This design comes from an exercise in tuning for small area on the open sky130 flow, not from production work. Only simulation tests tie the RTL to the original design; equivalence was not proved. Power figures rest on the tool's default switching activity, not on a simulated workload.

`design.v`:
```
`default_nettype none
package motor_pkg;
	typedef struct packed {
		logic a;
		logic b;
	} quad_t;
	typedef struct packed {
		logic [7:0]            rpm;   
		logic [1:0]            dir;   
		logic [17-1:0] kp;
		logic [17-1:0] ki;
		logic [17-1:0] kd;
	} ctrl_cmd_t;
	typedef struct packed {
		logic signed [16-1:0] setpoint;
		logic [17-1:0]         kp;
		logic [17-1:0]         ki;
		logic [17-1:0]         kd;
	} ctrl_set_t;
	typedef struct packed {
		logic [8-1:0] duty;
		logic                  fwd;
		logic                  rev;
	} drive_t;
endpackage
`default_nettype wire
`default_nettype none
`timescale 1ns/1ps
module quad_debounce
(
	input  wire             fpga_clk_50,
	input  wire             hps_fpga_reset_n,
	input  motor_pkg::quad_t enc,         
	output motor_pkg::quad_t enc_clean    
);
	localparam int DEB = 8;
	localparam int CW  = $clog2(DEB + 1);
	motor_pkg::quad_t           sync_1;            
	motor_pkg::quad_t           sync_2;
	motor_pkg::quad_t           sample_q;          
	logic [CW-1:0]   stable_cnt;        
	always_ff @(posedge fpga_clk_50 or negedge hps_fpga_reset_n)
	begin
		if (!hps_fpga_reset_n)
		begin
			sync_1     <= '0;
			sync_2     <= '0;
			sample_q   <= '0;
			stable_cnt <= '0;
			enc_clean  <= '0;
		end
		else
		begin
			sync_1   <= enc;
			sync_2   <= sync_1;
			sample_q <= sync_2;
			if (sync_2 != sample_q)
				stable_cnt <= '0;                   
			else if (stable_cnt != CW'(DEB))
				stable_cnt <= stable_cnt + 1'b1;    
			if (stable_cnt == CW'(DEB))
				enc_clean <= sample_q;              
		end
	end
endmodule
`default_nettype wire
`default_nettype none
`timescale 1ns/1ps
module quad_decoder
(
	input  wire                             fpga_clk_50,
	input  wire                             hps_fpga_reset_n,
	input  motor_pkg::quad_t                enc_clean,
	output logic signed [32-1:0]   count,
	output logic                            inc,         
	output logic                            dec          
);
	motor_pkg::quad_t      prev;        
	logic [3:0] step;        
	logic [32:0]   cy;       
	logic [32-1:0] nxt;
	assign step = {prev, enc_clean};
	assign cy[0] = inc;
	genvar gi;
	generate
		for (gi = 0; gi < 32; gi++)
		begin : g_chain
			assign nxt[gi]    = count[gi] ^ dec ^ cy[gi];
			assign cy[gi + 1] = (count[gi] & dec) | (count[gi] & cy[gi]) | (dec & cy[gi]);
		end
	endgenerate
	always_comb
	begin
		inc = 1'b0;
		dec = 1'b0;
		case (step)
			4'b00_01, 4'b01_11, 4'b11_10, 4'b10_00:
				inc = 1'b1;
			4'b01_00, 4'b11_01, 4'b10_11, 4'b00_10:
				dec = 1'b1;
			default:
				;                    
		endcase
	end
	always_ff @(posedge fpga_clk_50 or negedge hps_fpga_reset_n)
	begin
		if (!hps_fpga_reset_n)
		begin
			prev  <= '0;
			count <= '0;
		end
		else
		begin
			prev  <= enc_clean;
			count <= nxt;             
		end
	end
endmodule
`default_nettype wire
`default_nettype none
`timescale 1ns/1ps
module speed_meter
(
	input  wire                             fpga_clk_50,
	input  wire                             hps_fpga_reset_n,
	input  wire                             inc,
	input  wire                             dec,
	output logic [11:0]                     tick,       
	output logic signed [9:0]               speed,
	output logic                            armed       
);
	logic                  strobe;
	logic signed [9:0]     delta;      
	logic [9:0]            dbase;      
	logic [10:0]           dcy;
	logic [9:0]            dnxt;
	logic [12:0]           tcy;
	logic [11:0]           tnxt;
	assign strobe = &tick;
	assign dbase  = strobe ? 10'd0 : delta;
	assign dcy[0] = inc;
	assign tcy[0] = 1'b1;
	genvar gi;
	generate
		for (gi = 0; gi < 10; gi++)
		begin : g_dchain
			assign dnxt[gi]    = dbase[gi] ^ dec ^ dcy[gi];
			assign dcy[gi + 1] = (dbase[gi] & dec) | (dbase[gi] & dcy[gi]) | (dec & dcy[gi]);
		end
		for (gi = 0; gi < 12; gi++)
		begin : g_tchain
			assign tnxt[gi]    = tick[gi] ^ tcy[gi];
			assign tcy[gi + 1] = tick[gi] & tcy[gi];
		end
	endgenerate
	always_ff @(posedge fpga_clk_50 or negedge hps_fpga_reset_n)
	begin
		if (!hps_fpga_reset_n)
		begin
			tick  <= '0;
			delta <= '0;
			speed <= '0;
			armed <= 1'b0;
		end
		else
		begin
			tick  <= tnxt;
			delta <= dnxt;
			if (strobe)
			begin
				speed <= delta;
				armed <= 1'b1;
			end
		end
	end
endmodule
`default_nettype wire
`default_nettype none
`timescale 1ns/1ps
module cmd_port
(
	input  wire                   fpga_clk_50,
	input  wire                   hps_fpga_reset_n,
	input  wire                   cmd_req,
	input  motor_pkg::ctrl_cmd_t  cmd,
	output logic                  cmd_ack,
	output logic [7:0]            sp_rpm,      
	output logic [1:0]            sp_dir,      
	output logic [17-1:0] kp,
	output logic [17-1:0] ki,
	output logic [17-1:0] kd,
	output logic                  gv           
);
	logic req_s1, req_s2;    
	always_ff @(posedge fpga_clk_50 or negedge hps_fpga_reset_n)
	begin
		if (!hps_fpga_reset_n)
		begin
			req_s1  <= 1'b0;
			req_s2  <= 1'b0;
			cmd_ack <= 1'b0;
			gv      <= 1'b0;
		end
		else
		begin
			req_s1  <= cmd_req;
			req_s2  <= req_s1;
			cmd_ack <= req_s2;
			if (req_s2 && !cmd_ack)
				gv <= 1'b1;
		end
	end
	always_ff @(posedge fpga_clk_50)
	begin
		if (req_s2 && !cmd_ack)
		begin
			sp_rpm <= cmd.rpm;
			sp_dir <= cmd.dir;
			kp <= cmd.kp;
			ki <= cmd.ki;
			kd <= cmd.kd;
		end
	end
endmodule
`default_nettype wire
`default_nettype none
`timescale 1ns/1ps
module pid_regulator
(
	input  wire                             fpga_clk_50,
	input  wire                             hps_fpga_reset_n,
	input  wire [11:0]                      tick,
	input  wire                             armed,
	input  wire [7:0]                       sp_rpm,
	input  wire [1:0]                       sp_dir,
	input  wire [17-1:0]            kp,
	input  wire [17-1:0]            ki,
	input  wire [17-1:0]            kd,
	input  wire                             gv,
	input  wire signed [9:0]                speed,
	output logic [8-1:0]           duty,
	output logic                            fwd,
	output logic                            rev
);
	localparam int RW = 15;
	localparam int NW = 53;        
	logic signed [12:0]   integ;
	logic signed [10:0]   err_q;
	logic signed [10:0]   err_n;
	logic [RW-1:0]        R;
	logic [NW-1:0]        W;
	logic [1:0]           ph;      
	logic                 cy;      
	logic                 stepped;  
	logic [6:0]  t;
	logic        act, t0, t1, t2, t3, t57, su, last;
	logic        ph0, ph1, ph2;
	logic        g, g1, s;
	logic        sel_sp, sel_ns, sel_i, sel_neq, sel_e, sh, hold;
	logic [RW-1:0] a, b, sum;
	logic [RW:0]   rc;
	logic        cin;
	logic [RW-1:0] sp_x, speed_x, integ_x, errq_x, errn_x;
	assign t    = tick[6:0];
	assign act  = armed && (tick[11:7] == 5'd0);
	assign su   = (t[6:2] == 5'd0) && (t[1:0] != 2'd3);     
	assign t0   = (t == 7'd0);
	assign t1   = (t == 7'd1);
	assign t2   = (t == 7'd2);
	assign t3   = (t == 7'd3);
	assign t57  = act && (t == 7'd57);
	assign last = (t >= 7'd54);
	assign ph0  = (ph == 2'd0);
	assign ph1  = (ph == 2'd1);
	assign ph2  = (ph == 2'd2);
	logic [NW-1:0] wv, wnx;
	assign wv = W ^ {(NW/2){2'b10}};
	assign g  = wv[0] & ~last;
	assign g1 = wv[1] & ~last;
	always_comb
	begin
		for (int i = 0; i < NW; i++)
			wnx[i] = (((i < NW - 1) ? wv[(i < NW - 1) ? i + 1 : i] : (R[0] && (tick[11:6] == 6'd0) && !t0))
				|| (ld && wpat[i])) ^ (i % 2 == 1);
	end
	logic          ld;
	logic [NW-1:0] wpat;
	assign ld = t0 && gv;
	always_comb
	begin
		wpat[1:0] = 2'b00;
		for (int j = 0; j < 17; j++)
		begin
			wpat[2 + 3 * j] = ki[j];
			wpat[3 + 3 * j] = kp[j];
			wpat[4 + 3 * j] = kd[j];
		end
	end
	assign s  = g ^ g1 ^ cy;        
	assign sp_x    = {{(RW-8){sp_dir[1]}}, sp_rpm ^ {8{sp_dir[1]}}};
	assign speed_x = {{(RW-10){speed[9]}}, speed};
	assign integ_x = {{(RW-13){integ[12]}}, integ};
	assign errq_x  = {{(RW-11){err_q[10]}}, err_q};
	assign errn_x  = {{(RW-11){err_n[10]}}, err_n};
	assign sh   = ph0 && !t0 && !t3;
	assign hold = !ph0;
	assign sel_sp  = t0 && gv && sp_dir[0];
	assign sel_ns  = t1;
	assign sel_i   = (t2 && stepped) || (!su && ph0 && g);
	assign sel_e   = !su && ph1 && s;
	assign sel_neq = !su && ph2 && g && stepped;
	assign cin     = (sel_sp && sp_dir[1]) || sel_ns || sel_neq;
	always_comb
	begin
		for (int i = 0; i < RW; i++)
		begin
			a[i] = (hold && R[i]) || (sh && R[(i < RW - 1) ? i + 1 : i]) || (sel_sp && sp_x[i]);
			b[i] = (sel_ns && !speed_x[i]) || (sel_i && integ_x[i])
				|| (sel_neq && !errq_x[i]) || (sel_e && errn_x[i]);
		end
	end
	assign rc[0] = cin;
	genvar gi;
	generate
		for (gi = 0; gi < RW; gi++)
		begin : g_add
			assign sum[gi]    = a[gi] ^ b[gi] ^ rc[gi];
			assign rc[gi + 1] = (a[gi] & b[gi]) | (a[gi] & rc[gi]) | (b[gi] & rc[gi]);
		end
	endgenerate
	logic               ovf;
	logic signed [12:0] integ_c;
	assign ovf     = sum[14] ? (!sum[12] || (sum[11:0] == 12'd0)) : sum[12];
	assign integ_c = {sum[14], ovf ? {11{!sum[14]}} : sum[11:1], ovf || sum[0]};
	logic [8:0]  ulo;
	logic        un, sat;
	logic [7:0]  mag;
	always_comb
	begin
		for (int j = 0; j < 9; j++)
			ulo[j] = wv[2 + 3 * (j + 8)];
		un = R[RW-1];
		if (!un)
			sat = (|R) || ulo[8];
		else
			sat = !((&R) && ulo[8]) || (ulo[7:0] == 8'd0);
		mag = (ulo[7:0] ^ {8{un}}) + {7'd0, un};
	end
	always_ff @(posedge fpga_clk_50)
	begin
		R   <= sum;
		ph  <= (&tick || ph2) ? 2'd0 : ph + 2'd1;
		cy  <= ph1 ? ((g & g1) | (g & cy) | (g1 & cy)) : cy;
		if (t1)
			err_n <= sum[10:0];
		for (int i = 0; i < NW; i++)
			W[i] <= wnx[i];
	end
	always_ff @(posedge fpga_clk_50)
	begin
		if (act && t2)
			integ <= integ_c;
		if (t57)
			err_q <= err_n;
	end
	always_ff @(posedge fpga_clk_50 or negedge hps_fpga_reset_n)
	begin
		if (!hps_fpga_reset_n)
		begin
			stepped <= 1'b0;
			duty    <= '0;
			fwd     <= 1'b0;
			rev     <= 1'b0;
		end
		else
		begin
			if (t57)
			begin
				stepped <= 1'b1;
				duty  <= mag | {8{sat}};
				fwd   <= !un && ((|R) || (|ulo));
				rev   <= un;
			end
		end
	end
endmodule
`default_nettype wire
`default_nettype none
`timescale 1ns/1ps
module pwm_driver
(
	input  wire                fpga_clk_50,
	input  wire                hps_fpga_reset_n,
	input  wire [7:0]          cnt,
	input  wire [7:0]          duty,
	input  wire                armed,       
	output logic               pwm
);
	logic [7:0] duty_q;      
	always_ff @(posedge fpga_clk_50 or negedge hps_fpga_reset_n)
	begin
		if (!hps_fpga_reset_n)
			pwm <= 1'b0;
		else
			pwm <= armed && (cnt < duty_q);
	end
	always_ff @(posedge fpga_clk_50)
	begin
		if (&cnt)
			duty_q <= duty;         
	end
endmodule
`default_nettype wire
`default_nettype none
`timescale 1ns/1ps
module motor_channel
(
	input  wire                             fpga_clk_50,
	input  wire                             hps_fpga_reset_n,
	input  wire [1:0]                       enc,       
	input  wire                             cmd_req,
	input  wire [60:0]                      cmd,       
	output logic                            cmd_ack,
	output logic signed [32-1:0]   count,
	output logic signed [16-1:0]   speed,
	output logic [8-1:0]           duty,
	output logic                            fwd,
	output logic                            rev,
	output logic                            pwm
);
	motor_pkg::quad_t      enc_in;
	motor_pkg::ctrl_cmd_t  cmd_in;
	motor_pkg::quad_t      enc_clean;
	logic                  inc, dec;
	logic [11:0]           tick;
	logic signed [9:0]     speed_s;
	logic                  armed;
	logic [7:0]            sp_rpm;
	logic [1:0]            sp_dir;
	logic [17-1:0] kp, ki, kd;
	logic                  gv;
	assign enc_in = enc;
	assign cmd_in = cmd;
	assign speed = {{(16-10){speed_s[9]}}, speed_s};
	quad_debounce u_quad_debounce (
		.fpga_clk_50 (fpga_clk_50), .hps_fpga_reset_n (hps_fpga_reset_n),
		.enc (enc_in), .enc_clean (enc_clean)
	);
	quad_decoder u_quad_decoder (
		.fpga_clk_50 (fpga_clk_50), .hps_fpga_reset_n (hps_fpga_reset_n),
		.enc_clean (enc_clean), .count (count), .inc (inc), .dec (dec)
	);
	speed_meter u_speed_meter (
		.fpga_clk_50 (fpga_clk_50), .hps_fpga_reset_n (hps_fpga_reset_n),
		.inc (inc), .dec (dec), .tick (tick), .speed (speed_s), .armed (armed)
	);
	cmd_port u_cmd_port (
		.fpga_clk_50 (fpga_clk_50), .hps_fpga_reset_n (hps_fpga_reset_n),
		.cmd_req (cmd_req), .cmd (cmd_in), .cmd_ack (cmd_ack),
		.sp_rpm (sp_rpm), .sp_dir (sp_dir), .kp (kp), .ki (ki), .kd (kd), .gv (gv)
	);
	pid_regulator u_pid_regulator (
		.fpga_clk_50 (fpga_clk_50), .hps_fpga_reset_n (hps_fpga_reset_n),
		.tick (tick), .armed (armed), .sp_rpm (sp_rpm), .sp_dir (sp_dir),
		.kp (kp), .ki (ki), .kd (kd), .gv (gv), .speed (speed_s),
		.duty (duty), .fwd (fwd), .rev (rev)
	);
	pwm_driver u_pwm_driver (
		.fpga_clk_50 (fpga_clk_50), .hps_fpga_reset_n (hps_fpga_reset_n),
		.cnt (tick[7:0]), .duty (duty), .armed (armed), .pwm (pwm)
	);
endmodule
`default_nettype wire
```
`flow/run.sh`:
```
#!/bin/bash
# standard layout, with the port buffers made of the smallest buffer cell
export BUFFER_PORTS_ARGS="-buffer_cell sky130_fd_sc_hd__buf_1"
export CTS_ARGS="-sink_clustering_enable -repair_clock_nets -dont_use_dummy_load -buf_list sky130_fd_sc_hd__clkbuf_4 -sink_clustering_buffer sky130_fd_sc_hd__clkbuf_16 -sink_clustering_size 30 -sink_clustering_max_diameter 80"
bash standard.sh > standard.log 2>&1
```
`standard.sh`:
```
#!/bin/bash
# synth_recipe.tcl (not shown) runs the flow's synth.tcl, then flattens the netlist and writes it again
# the make line also repeats each setting of config.mk as NAME=value (left out here)
make -C /OpenROAD-flow-scripts/flow DESIGN_CONFIG=/design/flow/config.mk WORK_HOME=/design/flow/orfs CLKGATE_MAP_FILE= SYNTH_SCRIPT=/design/flow/synth_recipe.tcl "${@:-finish}"
```
`config.mk`:
```
export PLATFORM = sky130hd
export DESIGN_NAME = motor_channel
export DESIGN_NICKNAME = motor_channel
export VERILOG_FILES = /design/flow/design.v
export SDC_FILE = /design/flow/constraint.sdc
export NUM_CORES = 4
export LEC_CHECK = 0
export CAP_MARGIN = 20
export CORE_MARGIN = 2
export CORE_UTILIZATION = 55
export PLACE_DENSITY = 0.7
export SLEW_MARGIN = 20
```
`constraint.sdc`:
```
create_clock -name core_clock -period 20.0 [get_ports {fpga_clk_50}]
set_input_delay 4.0000 -clock core_clock [delete_from_list [all_inputs] [get_ports {fpga_clk_50}]]
set_output_delay 4.0000 -clock core_clock [all_outputs]
set_load 0.01 [all_outputs]
```
==> results.txt, run 1 <==
Cell Rows=51; Hold Crit Class=flip-flop to flip-flop; Area contributors post-synth=edfxtp_1, dfrtp_1, dfxtp_1, fa_1, ha_1; cell depth of the worst hold path=1; Hold Path Sink=u_pid_regulator.W[2]$_DFF_P_; Critical Path End Type=flip-flop; worst clock skew=0.0351 ns; syn nets=909; Yosys cell types=56; Final GP Congestion=0.827; CP Data Required Time=20.50 ns; Total GRT Usage=0.183; IO buf count=125; nets=1029; htree depth=1; max-cap violation count=0; cell count after synthesis=761; reg-to-reg endpoint=u_quad_decoder.count[31]$_DFF_PN0_; final non-filler cell area=11800 um2; vias in the first global route=5898; ys async rst share=0.352; Post-route DRC=0; leading area contributor after synthesis=edfxtp_1; Yosys warning total=6; Worst VDD drop=0.0901 mV; Sink Count=270; multi-input logic area=3570 um2; Synth top area share=0.294; Final Hold Viols=0; dpl cell area=11500 um2; slew margin rel.=0.449; register area share after synthesis=0.645; R2R depth=35; Worst R2R Start=u_quad_debounce.enc_clean[1]$_DFFE_PN0N_; IO Count=126; Final Cycle Share=0.679; root buf cell=clkbuf_4; largest net degree at the start of global routing=67; latest clock arrival within the worst-skew pair=0.65 ns; CP max-delay cell=fa_1; clock tree buffer depth=3; routed vias=5959; ANT nets after route=0; pins over their slew limit=0; Starting Density=0.555; register area=6930 um2; HP Start=u_pid_regulator.W[3]$_DFF_P_; WL/cell=15.6 um; area grow syn2layout=9.87%; Via density=5.20; Post-synth top flop=edfxtp_1; power per cell area=73.7 nW/um2; share of cells above drive strength 1=0.0569; setup violators final=0; # hold bufs at CTS=0; # resized after CTS=0; Final HPWL DP=12900 um; kind of critical path=flip-flop to flip-flop; fillers=1538; setup bufs post-CTS=0; Stages on worst setup path=35; TritonRoute pass-1 iters=5; Post-Route WL=17800 um; post-layout min period=13.59 ns; internal reg-to-reg setup slack=6.41 ns; die height=144 um; Critical Path AT=14.08 ns; Worst-Margin Slew=0.826 ns; kind of cell adding the most delay to the critical path=adder cells; CTS tree=done; RSZ-0062 raised after global routing=false; Post-Syn Area=10700 um2; #FFs+latches synth=270; CP bufs+invs=1; CP Launch Type=flip-flop; Syn Area/Cell=14.1 um2; Fmax achieved=73.6 MHz; Post-synth EDFFs=105; status=complete, no violations; Detailed Route Iter0 Violations=345; first-pass GRT wire length=30000 um; antenna violations before repair=1; clock slew at reported path FFs=0.10 ns; CP peak stage delay=0.51 ns; Max Fanout on Critical Path=41; Die ar.=20700 um2; Leak Pwr=5.01 nW; gr ovfl total=0; TNS Setup=0 ns; Top cell by count, worst path=fa_1; chip width=144 um; core area=19300 um2; CTS Buf Count=14
-- cell type report --
cell class              count  share of cell area
diodes                      1            0.000212
clock buffers              14              0.0252
inverters                  36              0.0115
multi-input cells         426               0.302
flip-flops and latches    270               0.587
well taps                 265              0.0281
repair buffers            133              0.0452
-- cell families after synthesis --
family	after synthesis	share of synthesized area
xor gates and xnor gates	28	0.0228
DFF	270	0.645
AOI/OAI and AO/OA	117	0.0721
muxes	16	0.0165
adders and majority gates	82	0.134
buffers and inverters	65	0.0255
and+or+nand+nor	183	0.0836
-- cell usage after synthesis, drive strengths merged, types with 2 or more instances --
cell	count
o22ai	3
dfxtp	70
o21a	14
dfrtp	95
ha	27
and2	3
edfxtp	105
clkbuf	17
nand2b	2
or2	6
a21oi	50
or3	2
o21ai	7
nor4	10
fa	55
xnor2	14
o211ai	12
xor2	14
buf	12
a221o	10
and3	8
nand3b	2
nor2b	15
nand4	8
nor2	31
nor3b	2
mux2	14
inv	36
mux2i	2
nand2	77
a21o	3
a221oi	5
nand3	7
a31oi	3
nor3	5
-- layer usage --
layer | wire length (um) | share of wire | global-route usage | vias to the layer above
met4 | 326 | 0.018 | 0.0377 | 0
li1 | - | - | - | 2870
met3 | 903 | 0.051 | 0.0347 | 20
met1 | 7940 | 0.45 | 0.260 | 2938
met5 | 0 | 0 | 0 | -
met2 | 8660 | 0.49 | 0.300 | 131
-- state kept, by name (all words and copies together), names as in the netlist, 11 cells and up --
register / flops
u_pid_regulator.W: 53
u_quad_decoder.count: 32
u_cmd_port.kd: 17
u_cmd_port.ki: 17
u_cmd_port.kp: 17
u_pid_regulator.R: 15
u_pid_regulator.integ: 13
u_speed_meter.tick: 12
u_pid_regulator.err_n: 11
u_pid_regulator.err_q: 11
-- worst max-delay path by stage --
| stage | start | endpoint | slack [ns] |
|---|---|---|---|
| after floorplan | u_quad_debounce.enc_clean[1]$_DFFE_PN0N_ | u_quad_decoder.count[31]$_DFF_PN0_ | 5.74 |
| after global placement | u_quad_debounce.enc_clean[1]$_DFFE_PN0N_ | u_quad_decoder.count[31]$_DFF_PN0_ | 6.74 |
| after detailed placement | u_quad_debounce.enc_clean[0]$_DFFE_PN0N_ | u_quad_decoder.count[31]$_DFF_PN0_ | 6.41 |
| after CTS | u_quad_debounce.enc_clean[0]$_DFFE_PN0N_ | u_quad_decoder.count[31]$_DFF_PN0_ | 6.35 |
| after global routing | u_quad_debounce.enc_clean[1]$_DFFE_PN0N_ | u_quad_decoder.count[31]$_DFF_PN0_ | 5.90 |
| final | u_quad_debounce.enc_clean[1]$_DFFE_PN0N_ | u_quad_decoder.count[31]$_DFF_PN0_ | 6.41 |
-- layout by cell type (no fill, tap or decap), types with 3 or more instances in the layout --
cell,n
a21o_1,3
a21oi_1,49
a221o_1,10
a221oi_1,5
a31oi_1,3
and2_1,3
and3_1,8
buf_1,124
buf_4,8
clkbuf_16,11
clkbuf_4,4
dfrtp_1,95
dfxtp_1,70
edfxtp_1,105
fa_1,55
ha_1,27
inv_1,36
mux2_2,14
nand2_1,77
nand3_1,7
nand4_1,8
nor2_1,30
nor2b_1,14
nor3_1,3
nor4_1,8
o211ai_1,12
o21a_1,14
o21ai_0,6
o22ai_1,3
or2_2,6
xnor2_1,14
xor2_1,14
-- per-stage QoR --
| stage | cells | hold WS [ns] | utilization | worst slack (ns) | total power [mW] |
|---|---|---|---|---|---|
| 2_1_floorplan | 761 | 0.331 | - | 5.74 | 0.610 |
| 3_3_place_gp | 1130 | 0.332 | 0.595 | 6.74 | 0.624 |
| 3_5_place_dp | 1130 | 0.335 | 0.595 | 6.41 | 0.625 |
| 4_1_cts | 1144 | 0.349 | 0.610 | 6.35 | 0.882 |
| 5_1_grt | 1145 | 0.340 | 0.610 | 5.90 | 0.905 |
| 6_report | 1145 | 0.340 | 0.610 | 6.41 | 0.870 |
-- report_power, final --
| part | leakage (nW) | internal [mW] | switching [mW] |
|---|---|---|---|
| Combinational | 2.10 | 0.00828 | 0.0137 |
| Clock | 0.149 | 0.104 | 0.154 |
| Sequential | 2.76 | 0.584 | 0.00620 |
==> run 2, diff against run 1 <==
--- a/design.v
+++ b/design.v
@@ -281,7 +281,9 @@
 	begin
 		for (int i = 0; i < NW; i++)
-			wnx[i] = (((i < NW - 1) ? wv[(i < NW - 1) ? i + 1 : i] : (R[0] && (tick[11:6] == 6'd0) && !t0))
+			wnx[i] = (((i < NW - 1) ? wv[(i < NW - 1) ? i + 1 : i] : tin)
 				|| (ld && wpat[i])) ^ (i % 2 == 1);
 	end
+	logic tin, seen;
+	assign tin = (tick[11:6] == 6'd0) && !t0 && (ph1 ? (wv[NW-1] ^ seen) : R[0]);
 	logic          ld;
 	logic [NW-1:0] wpat;
@@ -345,5 +347,6 @@
 		else
 			sat = !((&R) && ulo[8]) || (ulo[7:0] == 8'd0);
-		mag = (ulo[7:0] ^ {8{un}}) + {7'd0, un};
+		for (int j = 0; j < 8; j++)
+			mag[j] = un ? wv[3 + 3 * (j + 8)] : ulo[j];
 	end
 	always_ff @(posedge fpga_clk_50)
@@ -352,4 +355,5 @@
 		ph  <= (&tick || ph2) ? 2'd0 : ph + 2'd1;
 		cy  <= ph1 ? ((g & g1) | (g & cy) | (g1 & cy)) : cy;
+		seen <= (t < 7'd31) ? 1'b0 : (seen | (ph1 && wv[NW-1]));
 		if (t1)
 			err_n <= sum[10:0];
--- a/config.mk
+++ b/config.mk
@@ -8,5 +8,5 @@
 export CAP_MARGIN = 20
 export CORE_MARGIN = 2
-export CORE_UTILIZATION = 55
-export PLACE_DENSITY = 0.7
+export CORE_UTILIZATION = 65
+export PLACE_DENSITY = 0.8
 export SLEW_MARGIN = 20
==> results.txt, run 2 <==
pins over their slew limit=0 (unchanged); Worst-Margin Slew=1.09 ns (was 0.826 ns); most common cell in the netlist=edfxtp_1 (unchanged); Post-Syn Area=10700 um2 (about the same); first-pass GRT wire length=32500 um (was 30000 um); status=complete, no violations (unchanged); htree depth=1 (unchanged); Fmax achieved=73.9 MHz (was 73.6 MHz); Post-Route WL=19300 um (was 17800 um); WL/cell=17.7 um (was 15.6 um); CP max-delay cell=fa_1 (unchanged); slew margin rel.=0.271 (was 0.449); ANT nets after route=0 (unchanged); Syn Area/Cell=14.1 um2 (about the same); Final Hold Viols=0 (unchanged); CTS Buf Count=13 (was 14); CP peak stage delay=0.51 ns (about the same); Leak Pwr=4.94 nW (was 5.01 nW); #FFs+latches synth=271 (was 270); area grow syn2layout=9.01% (was 9.87%); setup violators final=0 (unchanged); internal power=0.691 mW (was 0.696 mW); leading area contributor after synthesis=edfxtp_1 (unchanged); vias in the first global route=6330 (was 5898); Yosys cell types=55 (was 56); Comb pwr share=0.027 (was 0.025); Largest regs=u_pid_regulator.W: 53 flops, u_quad_decoder.count: 32 flops (unchanged); ys async rst share=0.351 (was 0.352); fillers=1047 (was 1538); gr ovfl total=0 (unchanged); max reg flops=53 (unchanged); # resized after CTS=0 (unchanged); Cell Rows=46 (was 51); Area contributors post-synth=edfxtp_1, dfrtp_1, dfxtp_1, fa_1, ha_1 (unchanged); Post-synth EDFFs=105 (unchanged); Die ar.=17500 um2 (was 20700 um2); switching share of power=0.200 (about the same); most frequent cells in the layout=buf_1, edfxtp_1, dfrtp_1 (unchanged); kind of cell adding the most delay to the critical path=adder cells (unchanged); max-cap violation count=0 (unchanged); Total GRT Usage=0.232 (was 0.183); cell depth of the worst hold path=0 (was 1); Final Worst Setup Slack=6.48 ns (was 6.41 ns); share of cells above drive strength 1=0.0596 (was 0.0569); Stages on worst setup path=35 (unchanged); Final HPWL DP=13900 um (was 12900 um); Final GP Congestion=0.867 (was 0.827); root buf cell=clkbuf_4 (unchanged); antenna violations before repair=0 (was 1); worst clock skew=0.0390 ns (was 0.0351 ns); Starting Density=0.669 (was 0.555); Critical Path AT=14.00 ns (was 14.08 ns); top post-synthesis cells by count=edfxtp_1, dfrtp_1, nand2_1 (unchanged); Post-synth top flop=edfxtp_1 (unchanged); IO Count=126 (unchanged); sequential share of power=0.686 (was 0.678); syn nets=905 (was 909); # hold bufs at CTS=0 (unchanged); clock tree buffer depth=3 (unchanged); commonest non-fill, non-tap cell in the layout=buf_1 (unchanged); dpl ws=6.48 ns (was 6.41 ns); R2R depth=35 (unchanged); setup bufs post-CTS=0 (unchanged); Yosys warning total=6 (unchanged); CP bufs+invs=1 (unchanged); Clock power frac=0.287 (was 0.297); Top cell by count, worst path=fa_1 (unchanged); IO buf count=125 (unchanged); Core Util, Final=0.729 (was 0.610); Final Cycle Share=0.676 (was 0.679); Critical Path End Type=flip-flop (unchanged); TNS Setup=0 ns (unchanged); CP Data Required Time=20.47 ns (was 20.50 ns); Design Power=0.864 mW (was 0.870 mW); die height=132 um (was 144 um); final hold slack=0.353 ns (was 0.340 ns); TritonRoute pass-1 iters=5 (unchanged); Max Fanout on Critical Path=41 (unchanged); chip width=132 um (was 144 um); register area share after synthesis=0.650 (was 0.645); post-layout min period=13.52 ns (was 13.59 ns); core area=16000 um2 (was 19300 um2); latest clock arrival within the worst-skew pair=0.64 ns (was 0.65 ns); dpl cells=1076 (was 1130); Post-route DRC=0 (unchanged); Detailed Route Iter0 Violations=388 (was 345); RSZ-0062 raised after global routing=false (unchanged); Biggest register=u_pid_regulator.W (unchanged); routed vias=6154 (was 5959); Sink Count=271 (was 270); CP Launch Type=flip-flop (unchanged); largest net degree at the start of global routing=96 (was 67); power per cell area=74.0 nW/um2 (was 73.7 nW/um2); Via density=5.65 (was 5.20); CTS tree=done (unchanged); clock slew at reported path FFs=0.11 ns (was 0.10 ns); cell count after synthesis=759 (was 761); non-filler cells, final=1089 (was 1145); kind of critical path=flip-flop to flip-flop (unchanged); Diodes inserted=0 (was 1); Synth top area share=0.295 (was 0.294); final non-filler cell area=11700 um2 (was 11800 um2); nets=1021 (was 1029); dpl cell area=11400 um2 (was 11500 um2); Worst VDD drop=0.0889 mV (was 0.0901 mV); Hold Crit Class=flip-flop to flip-flop (unchanged); Psw=0.173 mW (was 0.174 mW)
==> run 2: cell types whose count changed after synthesis, moves of 4 or more <==
cell	before	now
o21ai_0	6	15
nand2_1	77	81
and3_1	8	1
xnor2_1	14	18
o21a_1	14	0
nor2_1	31	39
xor2_1	14	3
nand3_1	7	3
a21oi_1	49	53
o22ai_1	3	9
nor4_1	8	15
inv_1	36	29
==> run 2: per-layer routing <==
metal  global-route usage  up-vias  wire length [um]
li1                     -     2884                 -
met4               0.0406        0               224
met3               0.0308       19               975
met1                0.332     3061              8360
met2                0.394      190              9770
met5                    0        -                 0
==> run 2: cells by family after synthesis <==
group,Yosys count,share of synthesized area
AOI/OAI and AO/OA,118,0.0721
xor gates and xnor gates,21,0.0172
adders and majority gates,80,0.132
buffers and inverters,59,0.0234
DFF,271,0.650
muxes,17,0.0177
and+or+nand+nor,193,0.0879
==> run 2: path summary, 6_finish.rpt <==
| kind | startpoint | to | slack, ns |
|---|---|---|---|
| worst min-delay path | u_cmd_port.req_s1$_DFF_PN0_ | u_cmd_port.req_s2$_DFF_PN0_ | 0.35 |
| max in group asynchronous | hps_fpga_reset_n | u_speed_meter.speed[1]$_DFFE_PN0P_ | 15.88 |
| worst max register to register | u_quad_debounce.enc_clean[0]$_DFFE_PN0N_ | u_quad_decoder.count[31]$_DFF_PN0_ | 6.48 |
| worst min register to register | u_cmd_port.req_s1$_DFF_PN0_ | u_cmd_port.req_s2$_DFF_PN0_ | 0.35 |
| worst max-delay path | u_quad_debounce.enc_clean[0]$_DFFE_PN0N_ | u_quad_decoder.count[31]$_DFF_PN0_ | 6.48 |
| min in group asynchronous | hps_fpga_reset_n | u_quad_decoder.count[14]$_DFF_PN0_ | 3.55 |
==> run 2: power by group through the flow <==
stage / Clock [mW] / Combinational, mW / Sequential [mW]
floorplan: 0 / 0.00803 / 0.605
global placement: 0 / 0.0222 / 0.604
detailed placement: 0 / 0.0241 / 0.604
CTS: 0.253 / 0.0244 / 0.592
global route: 0.274 / 0.0273 / 0.594
finish: 0.248 / 0.0236 / 0.592
==> run 2: cell type report <==
type / instances / area (um2) / area share
sequential: 271 / 6950 / 0.596
multi-input combinational: 429 / 3540 / 0.304
timing repair buffer: 131 / 522 / 0.0447
clock buffer: 13 / 273 / 0.0234
tap: 216 / 270 / 0.0232
inverter: 29 / 109 / 0.00933
==> run 3, diff against run 2 <==
==> flow/run.sh (replaced) <==
#!/bin/bash
# standard layout, with the port buffers made of the smallest buffer cell
export BUFFER_PORTS_ARGS="-buffer_cell sky130_fd_sc_hd__buf_1"
export CTS_ARGS="-sink_clustering_enable -repair_clock_nets -dont_use_dummy_load -buf_list sky130_fd_sc_hd__clkbuf_4 -sink_clustering_buffer sky130_fd_sc_hd__clkbuf_8 -sink_clustering_size 20 -sink_clustering_max_diameter 45"
bash standard.sh > standard.log 2>&1
==> results.txt, run 3 <==
status=complete, no violations (unchanged); Critical Path AT=14.01 ns (was 14.00 ns); register area share after synthesis=0.650 (unchanged); #FFs+latches synth=271 (unchanged); chip width=132 um (unchanged); clock slew at reported path FFs=0.09 ns (was 0.11 ns); commonest non-fill, non-tap cell in the layout=buf_1 (unchanged); Post-route DRC=0 (unchanged); htree depth=1 (unchanged); register area=6950 um2 (unchanged); multi-input logic area=3540 um2 (unchanged); Starting Density=0.669 (unchanged); internal power=0.702 mW (was 0.691 mW); ys async rst share=0.351 (unchanged); RSZ-0062 raised after global routing=false (unchanged); power per cell area=75.3 nW/um2 (was 74.0 nW/um2); Final Cycle Share=0.673 (was 0.676); CP peak stage delay=0.51 ns (about the same); Syn Area/Cell=14.1 um2 (unchanged); complex-gate fraction of the synthesized area=0.0721 (unchanged); Final Worst Setup Slack=6.53 ns (was 6.48 ns); fraction of the mapped netlist area in adder cells=0.132 (unchanged); Design Power=0.884 mW (was 0.864 mW); ANT nets after route=0 (unchanged); Leak Pwr=4.98 nW (was 4.94 nW); nets=1034 (was 1021); largest net degree at the start of global routing=96 (unchanged); Clock power frac=0.303 (was 0.287); share of cells above drive strength 1=0.0734 (was 0.0596); Final Hold Viols=0 (unchanged); max reg flops=53 (unchanged); dpl cells=1076 (unchanged); Largest regs=u_pid_regulator.W: 53 flops, u_quad_decoder.count: 32 flops (unchanged); Comb pwr share=0.027 (about the same); Post-synth top flop=edfxtp_1 (unchanged); Final HPWL DP=13900 um (unchanged); CTS Buf Count=26 (was 13); Post-Route WL=19300 um (about the same); internal reg-to-reg setup slack=6.53 ns (was 6.48 ns); fillers=1058 (was 1047); Final GP Congestion=0.867 (unchanged); top post-synthesis cells by count=edfxtp_1, dfrtp_1, nand2_1 (unchanged); antenna violations before repair=0 (unchanged); Diodes inserted=0 (unchanged); Worst-Margin Slew=1.07 ns (was 1.09 ns); setup violators final=0 (unchanged); max-cap violation count=0 (unchanged); most common cell in the netlist=edfxtp_1 (unchanged); Die ar.=17500 um2 (unchanged); IO Count=126 (unchanged); Detailed Route Iter0 Violations=371 (was 388); clock tree buffer depth=3 (unchanged); Area contributors post-synth=edfxtp_1, dfrtp_1, dfxtp_1, fa_1, ha_1 (unchanged); syn nets=905 (unchanged); CTS tree=done (unchanged); # hold bufs at CTS=0 (unchanged); Via density=5.65 (about the same); routed vias=6226 (was 6154); largest family of logic cells by synthesized area=adder cells (unchanged); leading area contributor after synthesis=edfxtp_1 (unchanged); R2R depth=35 (unchanged); cell count after synthesis=759 (unchanged); Biggest register=u_pid_regulator.W (unchanged); most frequent cells in the layout=buf_1, edfxtp_1, dfrtp_1 (unchanged); Cell Rows=46 (unchanged); CP Data Required Time=20.54 ns (was 20.47 ns); Post-Syn Area=10700 um2 (unchanged); switching share of power=0.206 (was 0.200); setup bufs post-CTS=0 (unchanged); first-pass GRT wire length=32500 um (about the same); CP max-delay cell=fa_1 (unchanged); vias in the first global route=6441 (was 6330); Max Fanout on Critical Path=41 (unchanged); Worst VDD drop=0.0795 mV (was 0.0889 mV); core area=16000 um2 (unchanged); sequential share of power=0.670 (was 0.686); Psw=0.182 mW (was 0.173 mW); TritonRoute pass-1 iters=5 (unchanged); proportion of synthesized area in mux cells=0.0177 (unchanged); Fmax achieved=74.2 MHz (was 73.9 MHz); Yosys warning total=6 (unchanged); area grow syn2layout=9.63% (was 9.01%); cell depth of the worst hold path=0 (unchanged); latest clock arrival within the worst-skew pair=0.71 ns (was 0.64 ns); gr ovfl total=0 (unchanged); Hold Crit Class=flip-flop to flip-flop (unchanged); worst clock skew=0.0721 ns (was 0.0390 ns); simple-gate share of the synthesized area=0.0879 (unchanged); root buf cell=clkbuf_4 (unchanged); Synth top area share=0.295 (unchanged); pins over their slew limit=0 (unchanged); CP Launch Type=flip-flop (unchanged); post-synthesis xor/xnor area fraction=0.0172 (unchanged); slew margin rel.=0.289 (was 0.271); Top cell by count, worst path=fa_1 (unchanged); post-layout min period=13.47 ns (was 13.52 ns); non-filler cells, final=1102 (was 1089); Core Util, Final=0.733 (was 0.729); IO buf count=125 (unchanged); Total GRT Usage=0.232 (about the same); kind of critical path=flip-flop to flip-flop (unchanged); Sink Count=271 (unchanged); WL/cell=17.5 um (was 17.7 um); # resized after CTS=0 (unchanged); Post-synth EDFFs=105 (unchanged); dpl ws=6.48 ns (unchanged); TNS Setup=0 ns (unchanged); die height=132 um (unchanged); Yosys cell types=55 (unchanged); Critical Path End Type=flip-flop (unchanged)
[run 3: layer usage]
metal	wire length, um	vias up	part of all wire	GRT usage
li1	-	2906	-	-
met1	8360	3087	0.43	0.326
met2	9600	197	0.50	0.389
met3	948	36	0.049	0.0358
met4	398	0	0.021	0.0562
met5	0	-	0	0
[run 3: logic make-up (layout without fill, tap and decap cells)]
logic type / count (synthesis) / count (layout)
buffers and inverters: 59 / 186
adders and majority gates: 80 / 80
xor gates and xnor gates: 21 / 21
AOI/OAI and AO/OA: 118 / 118
DFF: 271 / 271
muxes: 17 / 17
and+or+nand+nor: 193 / 193
[run 3: power groups by stage]
stage                     sequential, mW  clock [mW]  combinational, mW
after floorplan                    0.605           0            0.00803
after global placement             0.604           0             0.0222
after detailed placement           0.604           0             0.0241
after CTS                          0.592       0.275             0.0243
after global routing               0.594       0.298             0.0271
final                              0.592       0.268             0.0235
[run 3: layout make-up]
cell class | instances | area share
Inverter | 29 | 0.00928
Clock buffer | 26 | 0.0289
Multi-Input combinational cell | 429 | 0.302
Timing Repair Buffer | 131 | 0.0445
Tap cell | 216 | 0.0230
Sequential cell | 271 | 0.593
[run 3: final timing paths]
kind | from | end
min in group asynchronous | hps_fpga_reset_n | u_pid_regulator.duty[6]$_DFFE_PN0P_
max in group asynchronous | hps_fpga_reset_n | u_quad_debounce.enc_clean[1]$_DFFE_PN0N_
worst max register to register | u_quad_debounce.enc_clean[0]$_DFFE_PN0N_ | u_quad_decoder.count[31]$_DFF_PN0_
worst min register to register | u_cmd_port.req_s1$_DFF_PN0_ | u_cmd_port.req_s2$_DFF_PN0_
worst min-delay path | u_cmd_port.req_s1$_DFF_PN0_ | u_cmd_port.req_s2$_DFF_PN0_
worst max-delay path | u_quad_debounce.enc_clean[0]$_DFFE_PN0N_ | u_quad_decoder.count[31]$_DFF_PN0_
[run 3: through the flow]
step                hold WS (ns)  cell area [um2]
finish                     0.350            11700
global route               0.363            11700
CTS                        0.353            11700
detailed placement         0.337            11400
global placement           0.336            11400
floorplan                  0.331            10700
[run 3: critical path, delay by kind of cell, from the launching register on]
kind	cells	cell delay, ns
XOR/XNOR	3	0.55
adder cells (fa/ha/maj)	30	11.91
buffers and inverters	1	0.38
flip-flops	1	0.41
AND/OR/NAND/NOR	1	0.08
==> run 4, diff against run 3 <==
==> flow/run.sh (replaced) <==
#!/bin/bash
# standard layout, with the port buffers made of the smallest buffer cell
export BUFFER_PORTS_ARGS="-buffer_cell sky130_fd_sc_hd__buf_1"
export CTS_ARGS="-sink_clustering_enable -repair_clock_nets -dont_use_dummy_load -buf_list sky130_fd_sc_hd__clkbuf_4 -sink_clustering_buffer sky130_fd_sc_hd__clkbuf_16 -sink_clustering_size 36 -sink_clustering_max_diameter 60"
bash standard.sh > standard.log 2>&1
==> results.txt, run 4 <==
Leak Pwr=4.95 nW (was 4.98 nW); Sink Count=271 (unchanged); multi-input logic area=3540 um2 (unchanged); Cell Rows=46 (unchanged); Post-Syn Area=10700 um2 (unchanged); worst clock skew=0.0672 ns (was 0.0721 ns); Yosys cell types=55 (unchanged); Post-synth top flop=edfxtp_1 (unchanged); CP Data Required Time=20.46 ns (was 20.54 ns); Worst VDD drop=0.0939 mV (was 0.0795 mV); CP Launch Type=flip-flop (unchanged); Largest regs=u_pid_regulator.W: 53 flops, u_quad_decoder.count: 32 flops (unchanged); leading area contributor after synthesis=edfxtp_1 (unchanged); pins over their slew limit=0 (unchanged); Yosys warning total=6 (unchanged); Post-synth EDFFs=105 (unchanged); Critical Path End Type=flip-flop (unchanged); nets=1022 (was 1034); register area share after synthesis=0.650 (unchanged); most common cell in the netlist=edfxtp_1 (unchanged); Syn Area/Cell=14.1 um2 (unchanged); status=complete, no violations (unchanged); CP bufs+invs=1 (unchanged); post-layout min period=13.64 ns (was 13.47 ns); latest clock arrival within the worst-skew pair=0.66 ns (was 0.71 ns); die height=132 um (unchanged); Final HPWL DP=13900 um (unchanged); largest net degree at the start of global routing=96 (unchanged); kind of cell adding the most delay to the critical path=adder cells (unchanged); Final GP Congestion=0.867 (unchanged); Post-Route WL=19700 um (was 19300 um); RSZ-0062 raised after global routing=false (unchanged); register area=6950 um2 (unchanged); share of cells above drive strength 1=0.0606 (was 0.0734); internal power=0.699 mW (was 0.702 mW); # resized after CTS=0 (unchanged); Top cell by count, worst path=fa_1 (unchanged); core area=16000 um2 (unchanged); Clock power frac=0.296 (was 0.303); Max Fanout on Critical Path=41 (unchanged); max reg flops=53 (unchanged); CTS tree=done (unchanged); sequential share of power=0.677 (was 0.670); clock slew at reported path FFs=0.12 ns (was 0.09 ns); TritonRoute pass-1 iters=5 (unchanged); #FFs+latches synth=271 (unchanged); Comb pwr share=0.027 (about the same); area grow syn2layout=9.27% (was 9.63%); syn nets=905 (unchanged); ys async rst share=0.351 (unchanged); Final Hold Viols=0 (unchanged); antenna violations before repair=1 (was 0); chip width=132 um (unchanged); Synth top area share=0.295 (unchanged); Die ar.=17500 um2 (unchanged); most frequent cells in the layout=buf_1, edfxtp_1, dfrtp_1 (unchanged); slew margin rel.=0.307 (was 0.289); CP max-delay cell=fa_1 (unchanged); first-pass GRT wire length=33100 um (was 32500 um); CP peak stage delay=0.51 ns (about the same); CTS Buf Count=14 (was 26); setup bufs post-CTS=0 (unchanged); WL/cell=18.1 um (was 17.5 um); routed vias=6232 (was 6226); clock tree buffer depth=3 (unchanged); kind of critical path=flip-flop to flip-flop (unchanged); vias in the first global route=6464 (was 6441); switching share of power=0.201 (was 0.206); dpl cell area=11400 um2 (unchanged); Total GRT Usage=0.237 (was 0.232); Post-route DRC=0 (unchanged); Area contributors post-synth=edfxtp_1, dfrtp_1, dfxtp_1, fa_1, ha_1 (unchanged); cell count after synthesis=759 (unchanged); TNS Setup=0 ns (unchanged); fillers=1050 (was 1058); Biggest register=u_pid_regulator.W (unchanged); root buf cell=clkbuf_4 (unchanged); Fmax achieved=73.3 MHz (was 74.2 MHz); final non-filler cell area=11700 um2 (about the same); ANT nets after route=0 (unchanged); top post-synthesis cells by count=edfxtp_1, dfrtp_1, nand2_1 (unchanged); Hold Crit Class=flip-flop to flip-flop (unchanged); setup violators final=0 (unchanged); Critical Path AT=14.10 ns (was 14.01 ns); final hold slack=0.347 ns (was 0.350 ns); IO Count=126 (unchanged); power per cell area=74.8 nW/um2 (was 75.3 nW/um2); Worst-Margin Slew=1.04 ns (was 1.07 ns); commonest non-fill, non-tap cell in the layout=buf_1 (unchanged); Detailed Route Iter0 Violations=384 (was 371); Psw=0.176 mW (was 0.182 mW); htree depth=1 (unchanged); # hold bufs at CTS=0 (unchanged); Final Cycle Share=0.682 (was 0.673); max-cap violation count=0 (unchanged); gr ovfl total=0 (unchanged); Via density=5.71 (was 5.65); Starting Density=0.669 (unchanged); IO buf count=125 (unchanged)
-- run 4: cell counts after synthesis --
No cell type changed its count.
-- run 4: final cells by class --
class	count	share of cell area
inverter	29	0.00931
clock buffer	14	0.0255
multi-input combinational	429	0.303
tap	216	0.0231
sequential	271	0.594
antenna	1	0.000214
timing repair buffer	131	0.0446
-- run 4: cell families (layout without fill, tap and decap cells) --
group	Yosys count	after routing	share of synthesized area
mux	17	17	0.0177
flops	271	271	0.650
simple gates	193	193	0.0879
buf+inv	59	174	0.0234
fa+ha+maj	80	80	0.132
other cells	0	1	0
xor+xnor	21	21	0.0172
compound gates	118	118	0.0721
-- run 4: power groups by stage --
stage / logic (mW) / clock network [mW] / registers [mW]
detailed placement: 0.0241 / 0 / 0.604
finish: 0.0238 / 0.259 / 0.592
CTS: 0.0245 / 0.264 / 0.592
floorplan: 0.00803 / 0 / 0.605
global route: 0.0273 / 0.285 / 0.594
global placement: 0.0222 / 0 / 0.604
-- run 4: worst paths after layout --
check	startpoint	endpoint	slack, ns	depth (start not counted)
worst max register to register	u_quad_debounce.enc_clean[1]$_DFFE_PN0N_	u_quad_decoder.count[31]$_DFF_PN0_	6.36	35
worst max-delay path	u_quad_debounce.enc_clean[1]$_DFFE_PN0N_	u_quad_decoder.count[31]$_DFF_PN0_	6.36	35
max in group asynchronous	hps_fpga_reset_n	u_pid_regulator.duty[5]$_DFFE_PN0P_	15.85	2
worst min-delay path	u_pid_regulator.W[31]$_DFF_P_	u_pid_regulator.W[30]$_DFF_P_	0.35	1
min in group asynchronous	hps_fpga_reset_n	u_quad_debounce.enc_clean[1]$_DFFE_PN0N_	3.53	2
worst min register to register	u_pid_regulator.W[31]$_DFF_P_	u_pid_regulator.W[30]$_DFF_P_	0.35	1
-- run 4: per-layer routing --
layer	wire, um	global-route usage	up-vias	share of wire
met1	8380	0.336	3089	0.42
met2	9870	0.397	232	0.50
met5	0	0	-	0
li1	-	-	2879	-
met3	1060	0.0350	32	0.054
met4	415	0.0544	0	0.021
-- run 4: through the flow --
stage	util	total power, mW	worst slack (ns)	instances
finish	0.731	0.875	6.36	1091
global route	0.731	0.906	5.80	1091
CTS	0.730	0.880	6.29	1090
detailed placement	0.712	0.628	6.48	1076
global placement	0.711	0.626	6.87	1076
floorplan	-	0.613	5.74	759

==> static timing again, ports no longer ideal <==
The results above use ideal ports. As a check the final layouts listed here were re-extracted and re-timed, cells and wires unchanged.
Step 1 (the two cells are an assumption about what drives the block):
set clk [get_ports {fpga_clk_50}]
set_driving_cell -lib_cell sky130_fd_sc_hd__clkbuf_16 $clk
set_driving_cell -lib_cell sky130_fd_sc_hd__buf_2 [delete_from_list [all_inputs] $clk]
Step 2 adds t to the input delays and takes it off the output delays; t is the mean of the earliest and latest rising clock arrival at the registers after step 1. Input paths then give back, and output paths get back, about the clock's delay inside the block.
a / b / c = ideal / step 1 / step 2; a / b = the first two.
run	shift t [ns]	slack for setup (ns)	slew at the worst register clock pin (ns)	worst data-port slew with drivers (ns)	cell pins on the clock port's net
run 1	0.670	6.415 / 6.415 / 6.415	0.11 / 0.11	0.04	1
run 2	0.652	6.475 / 6.475 / 6.475	0.11 / 0.11	0.04	1
run 3	0.710	6.531 / 6.531 / 6.531	0.10 / 0.10	0.03	1
run 4	0.668	6.357 / 6.357 / 6.357	0.12 / 0.12	0.04	1
After both steps setup and hold are still met in every run listed.
